Background: an optimization exercise with open tools, aiming at small area. Do not read the settings as production practice.
The RTL was checked by simulation tests, not by an equivalence proof against the original design.
Power is estimated from default activity; no workload was simulated. The clock port is modelled as an ideal driver; clocking choices that lean on that would not hold on a real chip.

Setup of job 6369:
==> flow/design.v (excerpt) <==
module cpu_trace_buffer #(
   parameter int DEPTH = 16,
   parameter int AW    = 4,
   parameter int POST  = 8
) (
   input  logic          clock,
   input  logic          reset,
   input  logic [31:0]   cpu_pc,
   input  logic [31:0]   cpu_inst,
   input  logic [31:0]   cpu_aluout,
   input  logic [31:0]   cpu_memout,
   input  logic          arm,
   input  logic [31:0]   trig_pc,
   input  logic          rd_en,
   output logic          rd_valid,
   output logic [31:0]   rd_pc,
   output logic [31:0]   rd_inst,
   output logic [31:0]   rd_aluout,
   output logic [31:0]   rd_memout,
   output logic [1:0]    state,
   output logic [AW:0]   count,
   output logic          triggered
);
   localparam int EW = 128;
   localparam logic [AW:0] LP_FULL = (AW+1)'(DEPTH);
   localparam logic [1:0] S_IDLE = 2'd0;
   localparam logic [1:0] S_PRE  = 2'd1;
   localparam logic [1:0] S_POST = 2'd2;
   localparam logic [1:0] S_DONE = 2'd3;
   logic [1:0]       r_state;
   logic [EW-1:0]    r_ring [DEPTH];
   logic [AW-1:0]    r_pos;
   logic [AW:0]      r_count;
   logic             r_rd_valid;
   logic             w_write;
   logic             w_hit;
   logic             w_read;
   logic             w_rearm;
   logic             w_to_done;
   logic [AW:0]      w_count_inc;
   logic [EW-1:0]    w_rd_entry;
   logic [EW-1:0]    w_wr_entry;
   assign w_wr_entry  = {cpu_pc, cpu_inst, cpu_aluout, cpu_memout};
   assign w_write     = (r_state == S_PRE) || (r_state == S_POST);
   assign w_hit       = (r_state == S_PRE) && (cpu_pc == trig_pc);
   assign w_rearm     = ((r_state == S_IDLE) || (r_state == S_DONE)) && arm;
   assign w_read      = (r_state == S_DONE) && !arm && rd_en && (r_count != '0);
   assign w_to_done   = (r_state == S_POST) && (r_pos == AW'(POST - 1));
  ...
Size in the first run: about 3,400 cells after synthesis, roughly 2,100 flip-flops, ~300 I/O pins, about 52,000 um2 of cells after synthesis.
==> flow/config.mk <==
export PLATFORM = sky130hd
export DESIGN_NAME = cpu_trace_buffer
export DESIGN_NICKNAME = cpu_trace_buffer
export VERILOG_FILES = /design/flow/design.v
export SDC_FILE = /design/flow/constraint.sdc
export NUM_CORES = 4
export LEC_CHECK = 0
export CAP_MARGIN = 20
export CORE_MARGIN = 2
export CORE_UTILIZATION = 60
export PLACE_DENSITY = 0.75
export SLEW_MARGIN = 20
export SYNTH_HIERARCHICAL = 1
export SYNTH_MINIMUM_KEEP_SIZE = 0
==> flow/constraint.sdc <==
create_clock -name core_clock -period 5.0 [get_ports {clock}]
set_input_delay 1.0000 -clock core_clock [delete_from_list [all_inputs] [get_ports {clock}]]
set_output_delay 1.0000 -clock core_clock [all_outputs]
set_load 0.01 [all_outputs]
standard.sh (not shown) runs the stock make flow with config.mk's settings and CLKGATE_MAP_FILE= SYNTH_SCRIPT=/design/flow/synth_recipe.tcl, a recipe that flattens the netlist after the stock synthesis.
==> flow/flow/run.sh <==
#!/bin/bash
# Standard ORFS layout (the standard.sh) with two changes:
#  - port buffers use the smallest buffer cell (buf_1) instead of the default pick
#  - clock tree: larger sink clusters, no dummy loads
set -euo pipefail
bash standard.sh finish \
  "BUFFER_PORTS_ARGS=-buffer_cell sky130_fd_sc_hd__buf_1" \
  "CTS_ARGS=-sink_clustering_enable -repair_clock_nets -dont_use_dummy_load -sink_clustering_size 32 -sink_clustering_max_diameter 85" \
  > make_finish.log 2>&1
Job 6369 has completed all stages; timing, DRC and antenna checks passed.
[inputs] job 2878 vs job 6369
--- a/flow/flow/run.sh
+++ b/flow/flow/run.sh
@@ -8 +8 @@
-  "CTS_ARGS=-sink_clustering_enable -repair_clock_nets -dont_use_dummy_load -sink_clustering_size 32 -sink_clustering_max_diameter 85" \
+  "CTS_ARGS=-sink_clustering_enable -repair_clock_nets -dont_use_dummy_load -sink_clustering_size 34 -sink_clustering_max_diameter 90" \
==> comparison <==
Diff job 2878 and job 6369: per-cell via count in the routed design lower in job 6369. | combinational power share | job 2878 vs job 6369 | ≈ equal |. There was hardly any difference in clock-pin slew reported for the worst setup and hold paths after clock tree synthesis between job 2878 and job 6369. Measured against each other, job 2878 and job 6369 differ in largest stage delay on the critical path, the higher figure coming from job 6369. Delta (job 2878 minus job 6369): fraction of final layout cells sized beyond drive strength 1 about even, total power after layout fell 0.33%, routing usage on met1 fell 0.22 points. Share of the cycle needed by the critical path after routing down 0.26 points in job 2878 wrt job 6369. | wire length after detailed routing | job 6369 vs job 2878 | ≈ equal |.
For job 4494, these inputs were changed with respect to job 2878:
--- a/flow/flow/run.sh
+++ b/flow/flow/run.sh
@@ -8 +8 @@
-  "CTS_ARGS=-sink_clustering_enable -repair_clock_nets -dont_use_dummy_load -sink_clustering_size 34 -sink_clustering_max_diameter 90" \
+  "CTS_ARGS=-sink_clustering_enable -repair_clock_nets -dont_use_dummy_load -sink_clustering_size 34 -sink_clustering_max_diameter 90 -tree_buf sky130_fd_sc_hd__clkbuf_8" \
--- outcome ---
- Job 4494 completed every stage of the flow, and the final layout passed the timing, DRC and antenna checks.
- Job 2878 | stages: all done | timing, DRC, antenna: all pass
- Job 2878 -> job 4494: die area delta 0, exact match
- Total power consumption of the routed design: job 2878 vs job 4494, no meaningful difference
- Post-route cell area came out exactly the same in job 4494 and job 2878.
- Comparing job 4494 with job 2878, the arrival time reported for the critical path endpoint came out essentially unchanged.
- The met2 track demand over resource was comparable across job 4494 and job 2878.
- Share of total power in combinational logic: job 4494 vs job 2878, no meaningful difference
- Delta (job 4494 minus job 2878): final routed wirelength across all metal layers ~0 delta, clock share of power ~0 delta.

---

== build 54 ==
Another version of the RTL of cpu_trace_buffer (not shown whole).
Size: roughly 3400 cells after synthesis, ~0.052 mm^2 of cells after synthesis.
make LEC_CHECK=0 CAP_MARGIN=20 CORE_MARGIN=2 CORE_UTILIZATION=55 CTS_BUF_LIST='sky130_fd_sc_hd__clkbuf_4 sky130_fd_sc_hd__clkbuf_8' SLEW_MARGIN=20 SYNTH_HIERARCHICAL=1 SYNTH_MINIMUM_KEEP_SIZE=0 finish   # period 5.0 ns
run.sh (not shown) runs the stock make flow with config.mk's settings and CLKGATE_MAP_FILE= SYNTH_SCRIPT=/design/flow/synth_recipe.tcl, a recipe that flattens the netlist after the stock synthesis.
Stock flow here: none of the scripts above is used.
No stage failed in build 54, and the final checks on the layout all came back clean.
What build 61 does differently from build 54 at the input level:
# build 54
export LEC_CHECK = 0
export CAP_MARGIN = 20
export CORE_MARGIN = 2
export CORE_UTILIZATION = 55
export CTS_BUF_LIST = sky130_fd_sc_hd__clkbuf_4 sky130_fd_sc_hd__clkbuf_8
export SLEW_MARGIN = 20
export SYNTH_HIERARCHICAL = 1
export SYNTH_MINIMUM_KEEP_SIZE = 0
create_clock -name core_clock -period 5.0 [get_ports {clock}]
# build 61
export LEC_CHECK = 0
export CAP_MARGIN = 20
export CORE_MARGIN = 2
export CORE_UTILIZATION = 60
export GPL_TIMING_DRIVEN = 0
export PLACE_DENSITY = 0.75
export SLEW_MARGIN = 20
export SYNTH_HIERARCHICAL = 1
export SYNTH_MINIMUM_KEEP_SIZE = 0
create_clock -name core_clock -period 5.0 [get_ports {clock}]
==> flow/flow/run.sh (new file) <==
#!/bin/bash
# Standard ORFS layout (the standard.sh) with two changes:
#  - port buffers use the smallest buffer cell (buf_1) instead of the default pick
#  - clock tree: larger sink clusters, no dummy loads
set -euo pipefail
bash standard.sh finish \
  "BUFFER_PORTS_ARGS=-buffer_cell sky130_fd_sc_hd__buf_1" \
  "CTS_ARGS=-sink_clustering_enable -repair_clock_nets -dont_use_dummy_load -sink_clustering_size 34 -sink_clustering_max_diameter 90" \
  > make_finish.log 2>&1
==> flow/standard.sh (new file) <==
#!/bin/bash
# synth_recipe.tcl (not shown) runs the flow's synth.tcl, then flattens the netlist and writes it again
# the make line also repeats each setting of config.mk as NAME=value (left out here)
make -C /OpenROAD-flow-scripts/flow DESIGN_CONFIG=/design/flow/config.mk WORK_HOME=/design/flow/orfs CLKGATE_MAP_FILE= SYNTH_SCRIPT=/design/flow/synth_recipe.tcl "${@:-finish}"
removed: flow/run.sh
Findings:
Looking only at worst hold slack, and setting everything else aside, the lower value of build 54 and build 61 goes to build 61.
Compared with build 54, in build 61 maximum fanout along the worst path picked up an extra 86%; final design instance area without fill fell 10%; die area went down by 8.2%; pre-CTS worst setup slack has increased.
Comparing the two runs side by side, build 61 comes out ahead of build 54 on power attributed to the clock group.
Sort build 54 and build 61 by number of H-tree levels, descending, and build 54 comes first.
Taking build 54 as the reference point, the fraction of layout instances using a drive strength above 1 of build 61 falls by 11 points.
On build 61: routed wire length is 12% lower than what build 54 gave.
Going from build 54 to build 61, critical path depth grows by 1.
Here is what was changed in the inputs of build 38 compared with build 61.
# build 61
export LEC_CHECK = 0
export CAP_MARGIN = 20
export CORE_MARGIN = 2
export CORE_UTILIZATION = 60
export GPL_TIMING_DRIVEN = 0
export PLACE_DENSITY = 0.75
export SLEW_MARGIN = 20
export SYNTH_HIERARCHICAL = 1
export SYNTH_MINIMUM_KEEP_SIZE = 0
create_clock -name core_clock -period 5.0 [get_ports {clock}]
# build 38
export LEC_CHECK = 0
export CAP_MARGIN = 20
export CORE_MARGIN = 2
export CORE_UTILIZATION = 40
export SLEW_MARGIN = 20
export SYNTH_HIERARCHICAL = 1
export SYNTH_MINIMUM_KEEP_SIZE = 0
create_clock -name core_clock -period 5.0 [get_ports {clock}]
-- flow/flow/run.sh --
<<< build 61, line 7
  "BUFFER_PORTS_ARGS=-buffer_cell sky130_fd_sc_hd__buf_1" \
  "CTS_ARGS=-sink_clustering_enable -repair_clock_nets -dont_use_dummy_load -sink_clustering_size 34 -sink_clustering_max_diameter 90" \
  > make_finish.log 2>&1
>>> build 38, line 7
  "BUFFER_PORTS_ARGS=-buffer_cell sky130_fd_sc_hd__buf_1" \
  "CTS_ARGS=-sink_clustering_enable -repair_clock_nets -dont_use_dummy_load -sink_clustering_size 30 -sink_clustering_max_diameter 80" \
  > make_finish.log 2>&1
Results
- Build 38 ended with every stage complete and zero timing, DRC or antenna violations.
- Build 61 closes out successfully: all stages finished, all timing, DRC and antenna checks passed.
- Build 38 against build 61: max-capacitance violation count now sits at about the same level; floorplan die area now sits higher; via count now sits lower.
Changes in build 10 relative to build 38:
==> flow/run.sh (new file) <==
#!/bin/bash
# synth_recipe.tcl (not shown) runs the flow's synth.tcl, then flattens the netlist and writes it again
# the make line also repeats each setting of config.mk as NAME=value (left out here)
make -C /OpenROAD-flow-scripts/flow DESIGN_CONFIG=/design/flow/config.mk WORK_HOME=/design/flow/orfs CLKGATE_MAP_FILE= SYNTH_SCRIPT=/design/flow/synth_recipe.tcl finish
removed: flow/flow/run.sh
removed: flow/standard.sh
==> notes.md <==
Build 10 vs. build 38: worst path arrival time went up by 440 ps. Clock input transition at the sequential cells of the worst setup and hold paths: build 10 vs build 38 down 50 ps. Compared with build 38, build 10 shows a combinational group share of total power that is 0.7 points lower. Re longest individual stage delay on the worst path: build 38 was higher than build 10. Delta (build 10 minus build 38): register-to-register slack went up, fraction of the core area covered by cells at the end of the flow went up.
Modified inputs, build 29 compared to build 10
==> flow/flow/run.sh (new file) <==
#!/bin/bash
# Standard ORFS layout (the standard.sh) with two changes:
#  - port buffers use the smallest buffer cell (buf_1) instead of the default pick
#  - clock tree: larger sink clusters, no dummy loads
set -euo pipefail
bash standard.sh finish \
  "BUFFER_PORTS_ARGS=-buffer_cell sky130_fd_sc_hd__buf_1" \
  "CTS_ARGS=-sink_clustering_enable -repair_clock_nets -dont_use_dummy_load -sink_clustering_size 24 -sink_clustering_max_diameter 100" \
  > make_finish.log 2>&1
==> flow/standard.sh (new file) <==
#!/bin/bash
# synth_recipe.tcl (not shown) runs the flow's synth.tcl, then flattens the netlist and writes it again
# the make line also repeats each setting of config.mk as NAME=value (left out here)
make -C /OpenROAD-flow-scripts/flow DESIGN_CONFIG=/design/flow/config.mk WORK_HOME=/design/flow/orfs CLKGATE_MAP_FILE= SYNTH_SCRIPT=/design/flow/synth_recipe.tcl "${@:-finish}"
removed: flow/run.sh
--- outcome ---
- On global routing usage on met2: build 29 sits below build 10.
- Comparing build 10 and build 29, the lower transition time at the pin with the least slew margin is on build 29.
- [build 29] final hold slack fell 53 ps relative to build 10
- Looking at total power, build 29 sits below build 10.
- For cell leakage power, dividing the value from build 10 by the value from build 29 gives 1.13.
- In build 29 the setup slack of the critical path after layout turned out 380 ps higher than in build 10.
- Diff build 29..build 10 | met1 track utilization from global routing | negligible
- [compare] base=build 10 new=build 29: fraction of the cycle the final worst path needs dropped 7.5 points, number of clock buffers in the layout now sits lower, final cell count shrank by 273, design area moved down.

## static timing again, ports no longer ideal
The flow's constraints put no driver on any port. The routed layouts listed below were extracted and timed again, unchanged, in two steps.
Step 1 assumes that a clkbuf_16 drives the clock port and a buf_2 every other input.
Step 2 times the ports against the registers' clock, not the clock port: input delays grow and output delays shrink by t, the midpoint of the rising clock arrivals with the driver on.
Slacks: ideal / step 1 / step 2; pairs: ideal / step 1.
run | t, ns | slack for setup (ns) | hold WS [ns] | worst setup path after step 2 | clock arrival spread, ns
job 6369 | 0.704 | 0.694 / 0.623 / 1.327 | 0.313 / 0.313 / 0.313 | register to output | 0.052 / 0.052
job 2878 | 0.710 | 0.706 / 0.635 / 1.345 | 0.311 / 0.311 / 0.311 | register to output | 0.055 / 0.056
job 4494 | 0.710 | 0.706 / 0.635 / 1.345 | 0.311 / 0.311 / 0.311 | register to output | 0.055 / 0.056
build 54 | 0.988 | 0.064 / -0.008 / 0.981 | 0.329 / 0.329 / 0.329 | register to output | 0.043 / 0.043
build 61 | 0.707 | 0.608 / 0.537 / 1.244 | 0.323 / 0.323 / 0.323 | register to output | 0.043 / 0.042
build 38 | 0.725 | 0.595 / 0.521 / 1.246 | 0.258 / 0.258 / 0.258 | register to output | 0.110 / 0.110
build 10 | 0.875 | 0.146 / 0.072 / 0.948 | 0.333 / 0.333 / 0.333 | register to output | 0.035 / 0.035
build 29 | 0.774 | 0.522 / 0.449 / 1.223 | 0.280 / 0.280 / 0.280 | register to output | 0.084 / 0.084
After both steps every run listed still meets setup and hold.
